This design comes from an exercise in tuning for small area on the open sky130 flow, not from production work.
Only simulation tests tie the RTL to the original design; equivalence was not proved.
The clock port is modelled as an ideal driver; clocking choices that lean on that would not hold on a real chip.
Power and IR drop assume default switching activity.

## before
==> flow/design.v (excerpt) <==
module dbg_top (
    input  logic              clk,
    input  logic              clr_mcu_reset,
    input  logic              srx,
    output logic              stx,
    output logic              mcu_reset,
    output logic              cu_pause,
    input  logic              cu_pausable,
    input  logic              cu_paused,
    output logic [31:0]       mem_req_addr,
    output logic [31:0]       mem_req_din,
    output logic              mem_req_en,
    output logic              mem_req_we,
    input  logic [31:0]       mem_dout,
    input  logic [31:0]       pc_next
);
    localparam logic [1:0] RX_IDLE = 2'd0, RX_START = 2'd1, RX_DATA = 2'd2, RX_STOP = 2'd3;
    logic        srx_meta, srx_sync;
    logic [1:0]  rx_state;
    logic [10:0] rx_cnt;
    logic [2:0]  rx_bit;
    logic [1:0]  rx_byte;
    logic        rx_ready;
    logic [31:0] rx_sr;
    logic [31:0] rx_word;
    assign rx_word = {rx_sr[7:0], rx_sr[15:8], rx_sr[23:16], rx_sr[31:24]};
    logic [10:0] rx_cnt_inc;
    logic rx_half, rx_full, rx_gap;
    assign rx_cnt_inc = {rx_cnt[9:0], ~(rx_cnt[10] ^ rx_cnt[7])};
    assign rx_half = rx_cnt[10] & !rx_cnt[9] & rx_cnt[0];                             
    assign rx_full = rx_cnt[9] & rx_cnt[5] & rx_cnt[2] & rx_cnt[0];                   
    assign rx_gap  = !rx_cnt[9] & !rx_cnt[8] & rx_cnt[7] & !rx_cnt[6] & !rx_cnt[5] &
                     !rx_cnt[4] & !rx_cnt[2] & rx_cnt[1] & !rx_cnt[0];                
    always_ff @(posedge clk) begin
        if (clr_mcu_reset) begin
            srx_meta <= 1'b1;
            srx_sync <= 1'b1;
        end else begin
            srx_meta <= srx;
            srx_sync <= srx_meta;
        end
    end
  ...
For scale: roughly 1300 cells after synthesis, ~420 flip-flops, roughly 18000 um2 of cells after synthesis.
clock: 10.0 ns
lec_check: 0
cap_margin: 20
core_margin: 2
core_utilization: 40
slew_margin: 20
synth_hierarchical: 1
standard.sh (not shown) runs the stock make flow with config.mk's settings and CLKGATE_MAP_FILE= SYNTH_SCRIPT=/design/flow/synth_recipe.tcl, a recipe that flattens the netlist after the stock synthesis.
==> flow/flow/run.sh <==
#!/bin/bash
set -euo pipefail
export BUFFER_PORTS_ARGS="-buffer_cell sky130_fd_sc_hd__buf_1"
# downsize gates that have timing slack, once the design is placed and routed globally
export RECOVER_POWER=100
bash standard.sh synth floorplan place > flow_place.log 2>&1

export PLATFORM_DIR=$FLOW_HOME/platforms/sky130hd
export RES=$PWD/orfs/results/sky130hd/dbg_top/base
base="-sink_clustering_enable -repair_clock_nets -dont_use_dummy_load"
cands=(
  "$base -buf_list sky130_fd_sc_hd__clkbuf_8"
  "$base -buf_list sky130_fd_sc_hd__clkbuf_2"
  "$base -buf_list sky130_fd_sc_hd__clkbuf_4"
  "$base -buf_list sky130_fd_sc_hd__clkbuf_8 -sink_clustering_size 30 -sink_clustering_max_diameter 50"
  "$base -buf_list sky130_fd_sc_hd__clkbuf_16 -sink_clustering_size 30 -sink_clustering_max_diameter 80"
  "$base -buf_list sky130_fd_sc_hd__clkbuf_16 -sink_clustering_size 40 -sink_clustering_max_diameter 100"
  "$base -buf_list sky130_fd_sc_hd__clkbuf_4 -sink_clustering_size 30 -sink_clustering_max_diameter 30"
  "$base -buf_list sky130_fd_sc_hd__clkbuf_8 -sink_clustering_size 30 -sink_clustering_max_diameter 45"
)
for i in "${!cands[@]}"; do
  CTS_TRY="${cands[$i]}" openroad -no_init -exit flow/cts_eval.tcl > cts_eval_$i.log 2>&1 &
  if (( (i + 1) % 4 == 0 )); then wait; fi
done
wait
best=0; best_area=1e9
for i in "${!cands[@]}"; do
  read -r area slew < <(grep '^CTS_EVAL' cts_eval_$i.log | awk '{print $2, $3}') || continue
  echo "candidate $i: area $area slew $slew: ${cands[$i]}" >> cts_choice.log
  if awk -v s="$slew" -v a="$area" -v b="$best_area" 'BEGIN{exit !(s < 0.112 && a < b)}'; then
    best=$i; best_area=$area
  fi
done
echo "chosen $best" >> cts_choice.log
export CTS_ARGS="${cands[$best]}"
bash standard.sh > flow_finish.log 2>&1
Other scripts of this flow, unchanged in this note and not shown: flow/flow/cts_eval.tcl
The flow completed for before, but it is not clean: the layout still shows capacitance limit, slew limit.
Setup changes, before to after
diff --git a/flow/flow/run.sh b/flow/flow/run.sh
--- a/flow/flow/run.sh
+++ b/flow/flow/run.sh
@@ -2,6 +2,4 @@
 set -euo pipefail
 export BUFFER_PORTS_ARGS="-buffer_cell sky130_fd_sc_hd__buf_1"
-# downsize gates that have timing slack, once the design is placed and routed globally
-export RECOVER_POWER=100
 bash standard.sh synth floorplan place > flow_place.log 2>&1
 
### Flow results
after reached the final stage; the timing, DRC and antenna checks on its layout passed. Taking before as the reference point, the core utilization of after rises by 0.24 points. Required time of the critical path: before vs after, no meaningful difference. Compared to before, after has static leakage about 1.6% higher. after vs. before: power barely changed, largest incremental delay on the critical path climbed 40 ps, worst hold slack dropped 5.7 ps. after: wire length reported by the detailed router is 170 um lower than what before reported. Diff before and after: time the final worst path needs with I/O delays and setup lower in before. The higher highest clock frequency the design can meet of before and after is in before. Comparing before with after, the per-cell via count in the routed design came out essentially unchanged.

## separate check: timing with driven ports
The results above use ideal ports. As a check the final layouts listed here were re-extracted and re-timed, cells and wires unchanged. Step 1 (the two cells are an assumption about what drives the block):
set clk [get_ports {clk}]
set_driving_cell -lib_cell sky130_fd_sc_hd__clkbuf_16 $clk
set_driving_cell -lib_cell sky130_fd_sc_hd__buf_2 [delete_from_list [all_inputs] $clk]
Step 2 adds t to the input delays and takes it off the output delays; t is the mean of the earliest and latest rising clock arrival at the registers after step 1. Input paths then give back, and output paths get back, about the clock's delay inside the block. a / b / c = no drivers / after step 1 / after step 2; a / b = the first two.
run | shift t [ns] | setup WS [ns] | worst data-port slew with drivers (ns)
before | 1.058 | 3.202 / 3.176 / 3.176 | 0.06
after | 1.056 | 3.182 / 3.158 / 3.158 | 0.06
For before, which loses most, drivers alone change the setup slack by -0.026 ns; drivers and shift together by -0.026 ns.
